Source: an optimization exercise on an open RTL-to-GDS flow (aim: small area, a short achievable clock period and few clock cycles per item). Production flows keep margins and buffers that such runs may drop.
The RTL was checked by simulation tests, not by an equivalence proof against the original design.

[flow/flow/run.sh]
#!/bin/bash
set -euo pipefail
bash standard.sh SETUP_SLACK_MARGIN=6.4 finish > flow_make.log 2>&1
[flow/standard.sh]
#!/bin/bash
# synth_recipe.tcl (not shown) runs the flow's synth.tcl, then flattens the netlist and writes it again
# the make line also repeats each setting of config.mk as NAME=value (left out here)
make -C /OpenROAD-flow-scripts/flow DESIGN_CONFIG=/design/flow/config.mk WORK_HOME=/design/flow/orfs CLKGATE_MAP_FILE= SYNTH_SCRIPT=/design/flow/synth_recipe.tcl "${@:-finish}"
[flow/config.mk]
export PLATFORM = sky130hd
export DESIGN_NAME = chacha_keystream_block_core
export DESIGN_NICKNAME = chacha_keystream_block_core
export VERILOG_FILES = /design/flow/design.v
export SDC_FILE = /design/flow/constraint.sdc
export NUM_CORES = 4
export LEC_CHECK = 0
export CAP_MARGIN = 35
export CORE_MARGIN = 2
export CORE_UTILIZATION = 55
export CTS_CLUSTER_DIAMETER = 70
export CTS_CLUSTER_SIZE = 20
export SLEW_MARGIN = 35
[flow/constraint.sdc]
create_clock -name core_clock -period 10.0 [get_ports {clk_i}]
set_input_delay 2.0000 -clock core_clock [delete_from_list [all_inputs] [get_ports {clk_i}]]
set_output_delay 2.0000 -clock core_clock [all_outputs]
set_load 0.01 [all_outputs]
[flow/design.v]
package chacha_pkg;
  localparam int unsigned NumWords  = 16;
  localparam int unsigned WordW     = 32;
  localparam int unsigned IdxW      = 4;
  localparam int unsigned RoundW    = 5;
  localparam int unsigned CfgIdxW   = 3;
  localparam int unsigned CfgDataW  = 64;
  localparam int unsigned CounterW  = 64;
  localparam logic [RoundW-1:0] RoundsReset = 5'd20;
  localparam logic [CfgIdxW-1:0] CFG_ROUND_COUNT = 3'd0;
  localparam logic [CfgIdxW-1:0] CFG_KEY_01      = 3'd1;
  localparam logic [CfgIdxW-1:0] CFG_KEY_23      = 3'd2;
  localparam logic [CfgIdxW-1:0] CFG_KEY_45      = 3'd3;
  localparam logic [CfgIdxW-1:0] CFG_KEY_67      = 3'd4;
  localparam logic [CfgIdxW-1:0] CFG_NONCE       = 3'd5;
  localparam logic [WordW-1:0] SIGMA0 = 32'h6170_7865;
  localparam logic [WordW-1:0] SIGMA1 = 32'h3320_646E;
  localparam logic [WordW-1:0] SIGMA2 = 32'h7962_2D32;
  localparam logic [WordW-1:0] SIGMA3 = 32'h6B20_6574;
  localparam int unsigned Slots   = 4;
  localparam int unsigned SeqW    = 2;
  localparam int unsigned GapW    = 5;
  localparam logic [GapW-1:0] MinGap = 5'd16;
  typedef struct packed {
    logic            load;
    logic            renew;
    logic            take;
    logic            emit0;
    logic            read;
    logic            advance;
    logic [IdxW-1:0] idx;
  } chacha_cmd_t;
  typedef struct packed {
    logic [RoundW-1:0] round_count;
  } chacha_sts_t;
endpackage
import chacha_pkg::*;
module chacha_ctrl (
  input  logic                    clk_i,
  input  logic                    rst_ni,
  input  logic                    in_valid_i,
  output logic                    in_stall_o,
  input  logic                    out_stall_i,
  output logic                    out_valid_o,
  output chacha_pkg::chacha_cmd_t cmd_o,
  input  chacha_pkg::chacha_sts_t sts_i
);
  logic [Slots-1:0]             vld_q;
  logic [Slots-1:0][RoundW-1:0] left_q;
  logic [Slots-1:0][SeqW-1:0]   seq_q;
  logic [SeqW-1:0] in_seq_q, out_seq_q;
  logic [GapW-1:0] gap_q, gap_d;
  logic            buf_busy_q, buf_busy_d;
  logic [IdxW-1:0] idx_q, idx_d;
  logic            pv_q, pv_d;
  logic            ov_q, ov_d;
  logic            stall_q, stall_d;
  logic            take_q, load_q, renew_q;
  logic accept;
  logic out_free, p_free, read, emit0;
  logic fin_n, take_n, free_n;
  logic [SeqW-1:0] out_seq_d;
  assign accept = in_valid_i && !stall_q;
  assign out_free = !ov_q || !out_stall_i;
  assign p_free   = !pv_q || out_free;
  assign read     = buf_busy_q && p_free;
  assign emit0    = take_q && p_free;
  always_comb begin
    buf_busy_d = buf_busy_q;
    idx_d      = idx_q;
    if (read) begin
      idx_d = idx_q + 4'd1;
      if (idx_q == 4'(NumWords - 1)) buf_busy_d = 1'b0;
    end
    if (take_q) begin
      buf_busy_d = 1'b1;
      idx_d      = emit0 ? 4'd1 : 4'd0;
    end
    pv_d = (read || emit0) ? 1'b1 : (out_free ? 1'b0 : pv_q);
    ov_d = out_free ? pv_q : ov_q;
    gap_d     = accept ? '0 : ((gap_q == '1) ? gap_q : gap_q + 1'b1);
    out_seq_d = out_seq_q + SeqW'(take_q);
    fin_n   = vld_q[2] && (left_q[2] <= 5'd1);
    take_n  = fin_n && (seq_q[2] == out_seq_d) && !buf_busy_d;
    free_n  = !vld_q[2] || take_n;
    stall_d = !(free_n && (gap_d >= MinGap));
  end
  always_ff @(posedge clk_i or negedge rst_ni) begin
    if (!rst_ni) begin
      vld_q      <= '0;
      in_seq_q   <= '0;
      out_seq_q  <= '0;
      gap_q      <= '1;
      buf_busy_q <= 1'b0;
      idx_q      <= '0;
      pv_q       <= 1'b0;
      ov_q       <= 1'b0;
      stall_q    <= 1'b0;
      take_q     <= 1'b0;
      load_q     <= 1'b1;
      renew_q    <= 1'b1;
    end else begin
      vld_q[3:1] <= vld_q[2:0];
      vld_q[0]   <= accept || (vld_q[3] && !take_q);
      in_seq_q   <= in_seq_q + SeqW'(accept);
      out_seq_q  <= out_seq_d;
      gap_q      <= gap_d;
      buf_busy_q <= buf_busy_d;
      idx_q      <= idx_d;
      pv_q       <= pv_d;
      ov_q       <= ov_d;
      stall_q    <= stall_d;
      take_q     <= take_n;
      load_q     <= !vld_q[2] || fin_n;
      renew_q    <= free_n;
    end
  end
  always_ff @(posedge clk_i) begin
    left_q[3:1] <= left_q[2:0];
    seq_q[3:1]  <= seq_q[2:0];
    left_q[0] <= load_q ? sts_i.round_count : left_q[3] - 5'd1;
    seq_q[0]  <= renew_q ? in_seq_q : seq_q[3];
  end
  assign in_stall_o  = stall_q;
  assign out_valid_o = ov_q;
  assign cmd_o.load    = load_q;
  assign cmd_o.renew   = renew_q;
  assign cmd_o.take    = take_q;
  assign cmd_o.emit0   = emit0;
  assign cmd_o.read    = read;
  assign cmd_o.advance = out_free;
  assign cmd_o.idx     = idx_q;
endmodule
import chacha_pkg::*;
module chacha_dp (
  input  logic                           clk_i,
  input  logic                           rst_ni,
  input  chacha_pkg::chacha_cmd_t        cmd_i,
  output chacha_pkg::chacha_sts_t        sts_o,
  input  logic [chacha_pkg::CounterW-1:0] block_counter_i,
  input  logic                           cfg_valid_i,
  output logic                           cfg_ready_o,
  input  logic [chacha_pkg::CfgIdxW-1:0] cfg_index_i,
  input  logic [chacha_pkg::CfgDataW-1:0] cfg_data_i,
  output logic [chacha_pkg::WordW-1:0]   keystream_word_o,
  output logic [chacha_pkg::IdxW-1:0]    word_index_o,
  output logic                           last_word_o
);
  logic [RoundW-1:0]   rounds_q;
  logic [CfgDataW-1:0] key01_q, key23_q, key45_q, key67_q, nonce_q;
  logic [Slots-1:0][3:0][WordW-1:0] ra_q;
  logic [Slots-1:0][3:0][WordW-1:0] rb_q;
  logic [Slots-1:0][3:0][WordW-1:0] rc_q;
  logic [Slots-1:0][3:0][WordW-1:0] rd_q;
  logic [Slots-1:0][CounterW-1:0] rcnt_q;
  logic [3:0][WordW-1:0] ba_q, bb_q, bc_q, bd_q;
  logic [CounterW-1:0] bcnt_q;
  logic [WordW-1:0]    p_word_q, p_st_q;
  logic [IdxW-1:0]     p_idx_q;
  logic [WordW-1:0]    out_word_q;
  logic [IdxW-1:0]     out_idx_q;
  logic                out_last_q;
  assign cfg_ready_o = 1'b1;
  always_ff @(posedge clk_i or negedge rst_ni) begin
    if (!rst_ni) begin
      rounds_q <= RoundsReset;
      key01_q  <= '0;
      key23_q  <= '0;
      key45_q  <= '0;
      key67_q  <= '0;
      nonce_q  <= '0;
    end else if (cfg_valid_i && cfg_ready_o) begin
      case (cfg_index_i)
        CFG_ROUND_COUNT: rounds_q <= cfg_data_i[RoundW-1:0];
        CFG_KEY_01:      key01_q  <= cfg_data_i;
        CFG_KEY_23:      key23_q  <= cfg_data_i;
        CFG_KEY_45:      key45_q  <= cfg_data_i;
        CFG_KEY_67:      key67_q  <= cfg_data_i;
        CFG_NONCE:       nonce_q  <= cfg_data_i;
        default: ;
      endcase
    end
  end
  logic [Slots-1:0][3:0][WordW-1:0] sa;
  logic [Slots-1:0][3:0][WordW-1:0] sb;
  logic [Slots-1:0][3:0][WordW-1:0] sc;
  logic [Slots-1:0][3:0][WordW-1:0] sd;
  for (genvar k = 0; k < 4; k++) begin : g_stage
    localparam int Rot = (k == 0) ? 16 : (k == 1) ? 12 : (k == 2) ? 8 : 7;
    for (genvar g = 0; g < 4; g++) begin : g_lane
      logic [WordW-1:0] x;
      if (k % 2 == 0) begin : g_abd
        assign sa[k][g] = ra_q[k][g] + rb_q[k][g];
        assign x        = rd_q[k][g] ^ sa[k][g];
        assign sd[k][g] = {x[WordW-1-Rot:0], x[WordW-1:WordW-Rot]};
        assign sb[k][g] = rb_q[k][g];
        assign sc[k][g] = rc_q[k][g];
      end else begin : g_cdb
        assign sc[k][g] = rc_q[k][g] + rd_q[k][g];
        assign x        = rb_q[k][g] ^ sc[k][g];
        assign sb[k][g] = {x[WordW-1-Rot:0], x[WordW-1:WordW-Rot]};
        assign sa[k][g] = ra_q[k][g];
        assign sd[k][g] = rd_q[k][g];
      end
    end
  end
  logic [3:0][WordW-1:0] fa, fb, fc, fd;
  for (genvar g = 0; g < 4; g++) begin : g_regroup
    assign fa[g] = sa[3][(4 - g) % 4];
    assign fb[g] = sb[3][(5 - g) % 4];
    assign fc[g] = sc[3][(6 - g) % 4];
    assign fd[g] = sd[3][(7 - g) % 4];
  end
  logic [CounterW-1:0] ctr;
  logic [3:0][WordW-1:0] ia, ib, ic, id;
  assign ctr = cmd_i.renew ? block_counter_i : rcnt_q[3];
  assign ia  = {SIGMA3, SIGMA2, SIGMA1, SIGMA0};
  assign ib  = {key23_q, key01_q};
  assign ic  = {key67_q, key45_q};
  assign id  = {nonce_q, ctr};
  always_ff @(posedge clk_i) begin
    for (int k = 1; k < 4; k++) begin
      ra_q[k]   <= sa[k-1];
      rb_q[k]   <= sb[k-1];
      rc_q[k]   <= sc[k-1];
      rd_q[k]   <= sd[k-1];
      rcnt_q[k] <= rcnt_q[k-1];
    end
    if (cmd_i.load) begin
      ra_q[0] <= ia;
      rb_q[0] <= ib;
      rc_q[0] <= ic;
      rd_q[0] <= id;
    end else begin
      ra_q[0] <= fa;
      rb_q[0] <= fb;
      rc_q[0] <= fc;
      rd_q[0] <= fd;
    end
    rcnt_q[0] <= ctr;
  end
  always_ff @(posedge clk_i) begin
    if (cmd_i.take) begin
      ba_q   <= fa;
      bb_q   <= fb;
      bc_q   <= fc;
      bd_q   <= fd;
      bcnt_q <= rcnt_q[3];
    end
  end
  logic [NumWords-1:0][WordW-1:0] st;
  assign st = {nonce_q, bcnt_q, key67_q, key45_q, key23_q, key01_q,
               SIGMA3, SIGMA2, SIGMA1, SIGMA0};
  logic [1:0]       rd_row, rd_lane;
  logic [WordW-1:0] rd_word;
  always_comb begin
    rd_row  = cmd_i.idx[3:2];
    rd_lane = rounds_q[0] ? (rd_row - cmd_i.idx[1:0]) : cmd_i.idx[1:0];
    case (rd_row)
      2'd0:    rd_word = ba_q[rd_lane];
      2'd1:    rd_word = bb_q[rd_lane];
      2'd2:    rd_word = bc_q[rd_lane];
      default: rd_word = bd_q[rd_lane];
    endcase
    if (cmd_i.emit0)    rd_word = ra_q[3][0];
    if (rounds_q == '0) rd_word = st[cmd_i.idx];
  end
  always_ff @(posedge clk_i) begin
    if (cmd_i.read || cmd_i.emit0) begin
      p_word_q <= rd_word;
      p_st_q   <= st[cmd_i.idx];
      p_idx_q  <= cmd_i.idx;
    end
    if (cmd_i.advance) begin
      out_word_q <= p_word_q + p_st_q;
      out_idx_q  <= p_idx_q;
      out_last_q <= (p_idx_q == 4'(NumWords - 1));
    end
  end
  assign sts_o.round_count = rounds_q;
  assign keystream_word_o = out_word_q;
  assign word_index_o     = out_idx_q;
  assign last_word_o      = out_last_q;
endmodule
import chacha_pkg::*;
module chacha_keystream_block_core (
  input  logic                            clk_i,
  input  logic                            rst_ni,
  input  logic                            in_valid_i,
  output logic                            in_stall_o,
  input  logic [chacha_pkg::CounterW-1:0] block_counter_i,
  output logic                            out_valid_o,
  input  logic                            out_stall_i,
  output logic [chacha_pkg::WordW-1:0]    keystream_word_o,
  output logic [chacha_pkg::IdxW-1:0]     word_index_o,
  output logic                            last_word_o,
  input  logic                            cfg_valid_i,
  output logic                            cfg_ready_o,
  input  logic [chacha_pkg::CfgIdxW-1:0]  cfg_index_i,
  input  logic [chacha_pkg::CfgDataW-1:0] cfg_data_i
);
  chacha_pkg::chacha_cmd_t cmd;
  chacha_pkg::chacha_sts_t sts;
  chacha_ctrl u_ctrl (
    .clk_i       (clk_i),
    .rst_ni      (rst_ni),
    .in_valid_i  (in_valid_i),
    .in_stall_o  (in_stall_o),
    .out_stall_i (out_stall_i),
    .out_valid_o (out_valid_o),
    .cmd_o       (cmd),
    .sts_i       (sts)
  );
  chacha_dp u_dp (
    .clk_i            (clk_i),
    .rst_ni           (rst_ni),
    .cmd_i            (cmd),
    .sts_o            (sts),
    .block_counter_i  (block_counter_i),
    .cfg_valid_i      (cfg_valid_i),
    .cfg_ready_o      (cfg_ready_o),
    .cfg_index_i      (cfg_index_i),
    .cfg_data_i       (cfg_data_i),
    .keystream_word_o (keystream_word_o),
    .word_index_o     (word_index_o),
    .last_word_o      (last_word_o)
  );
endmodule
==> results of run 1 <==
[cell usage in the layout (no fill, tap or decap), drive strengths merged, types with 94 or more instances in the layout]
cell,n
mux4,156
clkbuf,317
a211oi,105
ha,539
a31oi,98
o21ai,321
dfxtp,2332
clkdlybuf4s50,134
nand2,411
xnor2,380
mux2,820
diode,157
a21oi,519
buf,170
nor2b,146
o21bai,94
a21o,294
xor2,626
nor2,283
edfxtp,681
dfrtp,340
inv,153
nand3,127
[cells by family (layout without fill, tap and decap cells)]
| group | Yosys count | in the layout | share of synthesized area (%) |
|---|---|---|---|
| DFF | 3362 | 3362 | 60.37 |
| AOI/OAI and AO/OA | 1841 | 1841 | 9.532 |
| and+or+nand+nor | 1353 | 1353 | 5.224 |
| xor gates and xnor gates | 1029 | 1029 | 7.431 |
| muxes | 1019 | 1019 | 10.48 |
| adders and majority gates | 556 | 556 | 5.636 |
| buffers and inverters | 436 | 835 | 1.324 |
| other | 1 | 158 | 0.002983 |
[worst min path at each step]
| stage | from | cells after the start | endpoint | slack, ns |
|---|---|---|---|---|
| 5_1_grt | u_dp.rc_q[362]$_DFF_P_ | 0 | u_dp.rc_q[490]$_DFF_P_ | 0.31 |
| 4_1_cts | u_dp.rc_q[362]$_DFF_P_ | 0 | u_dp.rc_q[490]$_DFF_P_ | 0.29 |
| 3_3_place_gp | u_dp.rcnt_q[75]$_DFF_P_ | 0 | u_dp.rcnt_q[139]$_DFF_P_ | 0.31 |
| 2_1_floorplan | u_ctrl.left_q[5]$_DFF_P_ | 0 | u_ctrl.left_q[10]$_DFF_P_ | 0.31 |
| 6_report | u_dp.rc_q[362]$_DFF_P_ | 0 | u_dp.rc_q[490]$_DFF_P_ | 0.30 |
| 3_5_place_dp | u_dp.ra_q[211]$_DFF_P_ | 0 | u_dp.ra_q[339]$_DFF_P_ | 0.31 |
[layer usage]
metal	up-vias	GRT usage, %
li1	35020	-
met1	43510	58.65
met2	6416	65.57
met3	1385	18.60
met4	34	35.71
met5	-	0
[flip-flops by register name (all words and copies together), names as in the netlist, 64 cells and up]
signal,count
u_dp.rcnt_q,256
u_dp.rb_q,512
u_dp.key01_q,64
u_dp.key45_q,64
u_dp.rc_q,512
u_dp.ra_q,512
u_dp.rd_q,512
u_dp.key67_q,64
u_dp.nonce_q,64
u_dp.bc_q,128
u_dp.key23_q,64
u_dp.bb_q,128
u_dp.bd_q,128
u_dp.bcnt_q,64
u_dp.ba_q,128
[through the flow]
| stage | hold WS, ns | utilization (%) | std cells |
|---|---|---|---|
| final | 0.3040 | 62.21 | 13160 |
| after global routing | 0.3092 | 62.13 | 13090 |
| after CTS | 0.2930 | 61.58 | 12980 |
| after detailed placement | 0.3121 | 57.81 | 12550 |
| after global placement | 0.3095 | 57.60 | 12550 |
| after floorplan | 0.3096 | - | 9597 |
[area by class of cell]
type                       instances  area (sq um)
multi-input combinational       5799         51060
sequential                      3362         75950
antenna                          157         392.9
fill                           17540         85890
inverter                         128         480.5
tap                             3009          3765
clock inverter                    53         747.0
timing repair buffer             338          3395
clock buffer                     316          5595
[worst max-delay path, stage by stage (launching register included)]
cell,delay (ns)
dfxtp_1,0.55
ha_1,0.25
fa_1,0.26
a21o_1,0.25
a21oi_2,0.11
o21ai_0,0.23
buf_4,0.23
a21oi_2,0.12
o31a_1,0.35
xnor2_1,0.83
xor2_2,0.36
[timing repair]
item | 4_1_cts | 5_1_grt
endpoints found under the setup margin | 679 | 346
hold buffers | 0 | 0
pin swaps | 54 | 51
setup buffers | 54 | 25
resized for setup | 407 | 150
cloned | 1 | 0
endpoints found under the hold margin | 0 | 0
==> results_dict.tcl, run 1 <==
set metrics [dict create \
    grt_max_degree 146 \
    grt_pass1_wl_microns 718200 \
    worst_slack_ns 6.209 \
    rsz0062_at_grt "yes" \
    async_flop_share_pct 10.38 \
    dp_slack_ns 5.048 \
    htreeDepth 4 \
    synth_most_common_cell "dfxtp_1" \
    endpoint "u_dp.rd_q[160]$_DFF_P_" \
    drtIter0Drc 12940 \
    grt_use_total_pct 47.08 \
    drc 0 \
    min-delay-path-class "reg2reg" \
    fin_crit_sh_pct 37.91 \
    dp_hpwl_microns 451400 \
    synth_edf_count 681 \
    setup_tns_ns 0 \
    cts_buffer_depth 3 \
    max_freq_mhz 263.8 \
    ys.warnings.count 2 \
    nets 10520 \
    drv_slew 0 \
    synth.top_cells.by_count "dfxtp_1 (2,332), mux2_2 (820), edfxtp_1 (681)" \
    drive_gt1_share_pct 19.42 \
    path_clk_slew_ns 0.09 \
    syn_area_per_cell_sq_um 13.10 \
    crit_path_end_kind "register" \
    synthFlopType "dfxtp_1" \
    routabilityCongestion 1.123 \
    reg2regPathDepth 10 \
    antenna_found_initial 154 \
    finClkSkew_ns 0.05066 \
    viasPerCell 6.562 \
    grt_pass1_vias 79330 \
    port_buffers 174 \
    period_needed_ns 3.791 \
    yosysTopAreaCell "dfxtp_1" \
    ys_types 90 \
    synth_area_sq_um 125700 \
    syn_to_final_growth_pct 12.49 \
    m1WireLength_microns 200500 \
    firstDrtPassIters 8 \
    fin_area_sq_um 141400 \
    postPlaceCellArea_sq_um 131400 \
    row_count 175 \
    synthesis.instances 9597 \
    cts_root_buf "clkbuf_16" \
    cts_sinks 3362 \
    startpoint "u_dp.rb_q[32]$_DFF_P_" \
    critPathLaunchType "register" \
    synth_area_leaders "dfxtp_1 (37%), edfxtp_1 (16%), mux2_2 (7.3%), dfrtp_1 (6.8%), ha_1 (5.4%)" \
    wirelength_microns 556700 \
    hold_violations 0 \
    core-area_sq_um 227300 \
    vias 86370 \
    crit_fanout 4 \
    start_util_pct 55.30 \
    wl_met3_microns 77800 \
    r2r_start "u_dp.rb_q[32]$_DFF_P_" \
    run_status "no timing/DRC/antenna violations" \
    die_w_microns 482.1 \
    die_h_microns 482.1 \
    wl_per_cell_microns 42.30 \
    yosysTopAreaCellShare_pct 37.14 \
    fp.dieArea_sq_um 232400 \
    r2r_end "u_dp.rd_q[160]$_DFF_P_" \
    synth_nets 10290 \
    cts_tree "yes" \
    setup_viol 0 \
    r2r_slack_ns 6.21 \
    drtAntennaViolNets 0 \
    cts_buffers 199 \
    wl_met2_microns 225200 \
    worstMarginPinSlew_ns 1.059 \
    synth_seq_cells 3362 \
    cp.arrival_ns 4.51 \
    cap_violations 0 \
    clk_latency_ns 0.95 \
    io_pins 176 \
    ys_seq_area_share_pct 60.37 \
    top_layer "met5" \
    crit_type "reg2reg" \
    max_slew_margin_pct 28.89 \
    required_ns 10.72 \
    grt_overflow_total 0 \
]
Testbench counts, summed over its fixed seeds: cycles 9,888, blocks 384.
==> inputs of run 2 (changes only) <==
--- a/flow/config.mk
+++ b/flow/config.mk
@@ -8,6 +8,6 @@
 export CAP_MARGIN = 35
 export CORE_MARGIN = 2
 export CORE_UTILIZATION = 55
-export CTS_CLUSTER_DIAMETER = 70
-export CTS_CLUSTER_SIZE = 20
+export CTS_CLUSTER_DIAMETER = 55
+export CTS_CLUSTER_SIZE = 15
 export SLEW_MARGIN = 35
==> run 2 against run 1 <==
Effect of this change:
- flip-flop and latch count unchanged
- worst hold slack better by 0.00052 ns
==> results_dict.tcl, run 2 <==
set metrics [dict create \
    run_status "no timing/DRC/antenna violations" \
    synthesis.instances 9597 \
    ys.warnings.count 2 \
    synth_area_leaders "dfxtp_1 (37%), edfxtp_1 (16%), mux2_2 (7.3%), dfrtp_1 (6.8%), ha_1 (5.4%)" \
    grt_max_degree 146 \
    worst_slack_ns 6.290 \
    cp.arrival_ns 4.49 \
    yosysTopAreaCell "dfxtp_1" \
    max_freq_mhz 269.6 \
    cap_violations 0 \
    postPlaceCellArea_sq_um 131400 \
    htreeDepth 5 \
    drv_slew 0 \
    r2r_slack_ns 6.29 \
    slowest_delay_ns 0.49 \
    path_clk_slew_ns 0.08 \
    port_buffers 174 \
    min-delay-path-class "reg2reg" \
    hold_buffers 0 \
    vias 87150 \
    start_util_pct 55.30 \
    core-area_sq_um 227300 \
    final_cell_mix "dfxtp_1 (2,303), mux2_2 (817), edfxtp_1 (681), ha_1 (535), xor2_1 (514)" \
    viasPerCell 6.544 \
    crit_chain "ha_1 > o21ai_0 > o21ai_0 > a31oi_4 > o211ai_1 > a21oi_1 > o311a_1 > xnor2_1 > xor2_2" \
    hold_end "u_dp.ra_q[363]$_DFF_P_" \
    grt_use_total_pct 47.36 \
    cts_buffers 306 \
    fin_crit_sh_pct 37.10 \
    drtIter0Drc 13380 \
    wirelength_microns 560900 \
    synth.top_cells.by_count "dfxtp_1 (2,332), mux2_2 (820), edfxtp_1 (681)" \
    synthFlopType "dfxtp_1" \
    nets 10640 \
    cpMostUsedCell "o21ai_0" \
    routabilityCongestion 1.123 \
    required_ns 10.78 \
    synth_most_common_cell "dfxtp_1" \
    crit_path_end_kind "register" \
    critPathLaunchType "register" \
    io_pins 176 \
    min_path_cells 0 \
    finClkSkew_ns 0.06840 \
    cts_buffer_depth 4 \
    dp_hpwl_microns 451400 \
    row_count 175 \
    worstMarginPinSlew_ns 1.078 \
    wl_per_cell_microns 42.12 \
    crit_fanout 4 \
    setup_viol 0 \
    drc 0 \
    period_needed_ns 3.710 \
    drtAntennaViolNets 0 \
    synth_area_sq_um 125700 \
    antenna_found_initial 179 \
    final_common_cell "dfxtp_1" \
    grt_pass1_wl_microns 724100 \
    synth_seq_cells 3362 \
    cts_tree "yes" \
    grt_pass1_vias 80530 \
    die_w_microns 482.1 \
    cp_top_family "compound AO/OA/AOI/OAI gates" \
    clk_latency_ns 0.98 \
    hold_violations 0 \
    fp.dieArea_sq_um 232400 \
    async_flop_share_pct 10.38 \
    max_slew_margin_pct 28.12 \
    rsz0062_at_grt "yes" \
    drive_gt1_share_pct 20.67 \
    ys_seq_area_share_pct 60.37 \
    r2r_start "u_dp.rd_q[163]$_DFF_P_" \
    cts_root_buf "clkbuf_16" \
    yosysTopAreaCellShare_pct 37.14 \
    crit_slowest_cell "xor2_2" \
    fin_area_sq_um 144400 \
    firstDrtPassIters 8 \
    syn_to_final_growth_pct 14.88 \
    synth_nets 10290 \
    reg2regPathDepth 9 \
    grt_overflow_total 0 \
    die_h_microns 482.1 \
    ys_types 90 \
    setup_tns_ns 0 \
    crit_type "reg2reg" \
    syn_area_per_cell_sq_um 13.10 \
    r2r_end "u_dp.rb_q[291]$_DFF_P_" \
    path_buf_inv 0 \
    worstHoldStart "u_dp.ra_q[235]$_DFF_P_" \
    dp_slack_ns 5.048 \
    synth_edf_count 681 \
    cts_sinks 3362 \
]
[run 2: cell counts after synthesis]
Identical to the previous run, type by type.
[run 2: timing repair]
action	in CTS	in global routing
pin swaps	51	58
setup endpoints to repair	670	349
buffers inserted	51	34
cloned	1	1
gates resized for setup	407	152
[run 2: worst max-delay path by stage]
stage / to / cells past startpoint / slack (ns) / start
6_report: u_dp.rb_q[291]$_DFF_P_ / 9 / 6.29 / u_dp.rd_q[163]$_DFF_P_
5_1_grt: u_dp.rb_q[362]$_DFF_P_ / 13 / 6.30 / u_dp.rd_q[224]$_DFF_P_
4_1_cts: u_dp.rb_q[5]$_DFF_P_ / 12 / 6.34 / u_dp.rd_q[416]$_DFF_P_
3_5_place_dp: u_dp.rb_q[5]$_DFF_P_ / 9 / 5.05 / u_dp.rd_q[423]$_DFF_P_
3_3_place_gp: u_dp.key23_q[59]$_DFFE_PN0P_ / 6 / 5.09 / cfg_valid_i
2_1_floorplan: u_dp.p_idx_q[0]$_DFFE_PP_ / 2 / 3.95 / u_ctrl.take_q$_DFF_PN0_
[run 2: final cells by class]
class / instances / area [sq um]
fillers: 17300 / 82880
flip-flops and latches: 3362 / 75950
multi-input cells: 5799 / 51070
clock buffers: 439 / 8478
well taps: 3009 / 3765
repair buffers: 346 / 3415
clock inverters: 83 / 863.3
inverters: 128 / 480.5
diodes: 151 / 377.9
[run 2: kinds of logic (layout without fill, tap and decap cells)]
group | after synthesis | count (layout) | share of synthesized area [%]
buffers and inverters | 436 | 996 | 1.324
XOR/XNOR | 1029 | 1029 | 7.431
AO/OA/AOI/OAI | 1841 | 1841 | 9.532
adder cells (fa/ha/maj) | 556 | 556 | 5.636
flip-flops | 3362 | 3362 | 60.37
AND/OR/NAND/NOR | 1353 | 1353 | 5.224
other | 1 | 152 | 0.002983
multiplexers | 1019 | 1019 | 10.48
[run 2: layer usage]
| metal | vias up | track usage [%] | routed length [microns] |
|---|---|---|---|
| met5 | - | 0 | 449 |
| met4 | 56 | 35.45 | 52830 |
| met3 | 1513 | 19.23 | 78590 |
| met2 | 6504 | 66.12 | 227000 |
| met1 | 43750 | 58.73 | 202000 |
| li1 | 35330 | - | - |
[run 2: worst register-to-register path, delay by kind of cell (launching register included)]
kind,cells,cell delay (ns)
fa+ha+maj,1,0.40
xor+xnor,2,0.87
compound gates,6,1.88
flops,1,0.40
[run 2: stage by stage]
step / cells / util [%] / hold slack, ns
detailed placement: 12550 / 57.81 / 0.3121
floorplan: 9597 / - / 0.3096
CTS: 13130 / 62.89 / 0.3048
global route: 13240 / 63.45 / 0.3077
global placement: 12550 / 57.60 / 0.3095
finish: 13320 / 63.53 / 0.3045

-- what the ideal ports hide --
No port has a modelled driver above. Below, the same layouts with a new extraction and two added sets of constraints. Step 1 sets driving cells, clkbuf_16 on the clock port and buf_2 on the other inputs (assumed; they add their load-dependent delay and slew). Step 2 adds t to the input delays and takes it off the output delays; t is the mean of the earliest and latest rising clock arrival at the registers after step 1. Input paths then give back, and output paths get back, about the clock's delay inside the block. Three values: ideal ports, drivers, drivers and shift; two values: the first two.
run	t, ns	slack for setup (ns)	clock arrival spread, ns	worst data-port slew with drivers (ns)
run 1	1.027	6.209 / 6.209 / 5.475	0.052 / 0.052	0.28
run 2	1.063	6.290 / 6.290 / 5.506	0.072 / 0.072	0.28
After both steps every run listed still meets setup and hold. For run 2, which loses most, drivers alone change the setup slack by 0.000 ns; drivers and shift together by -0.784 ns.
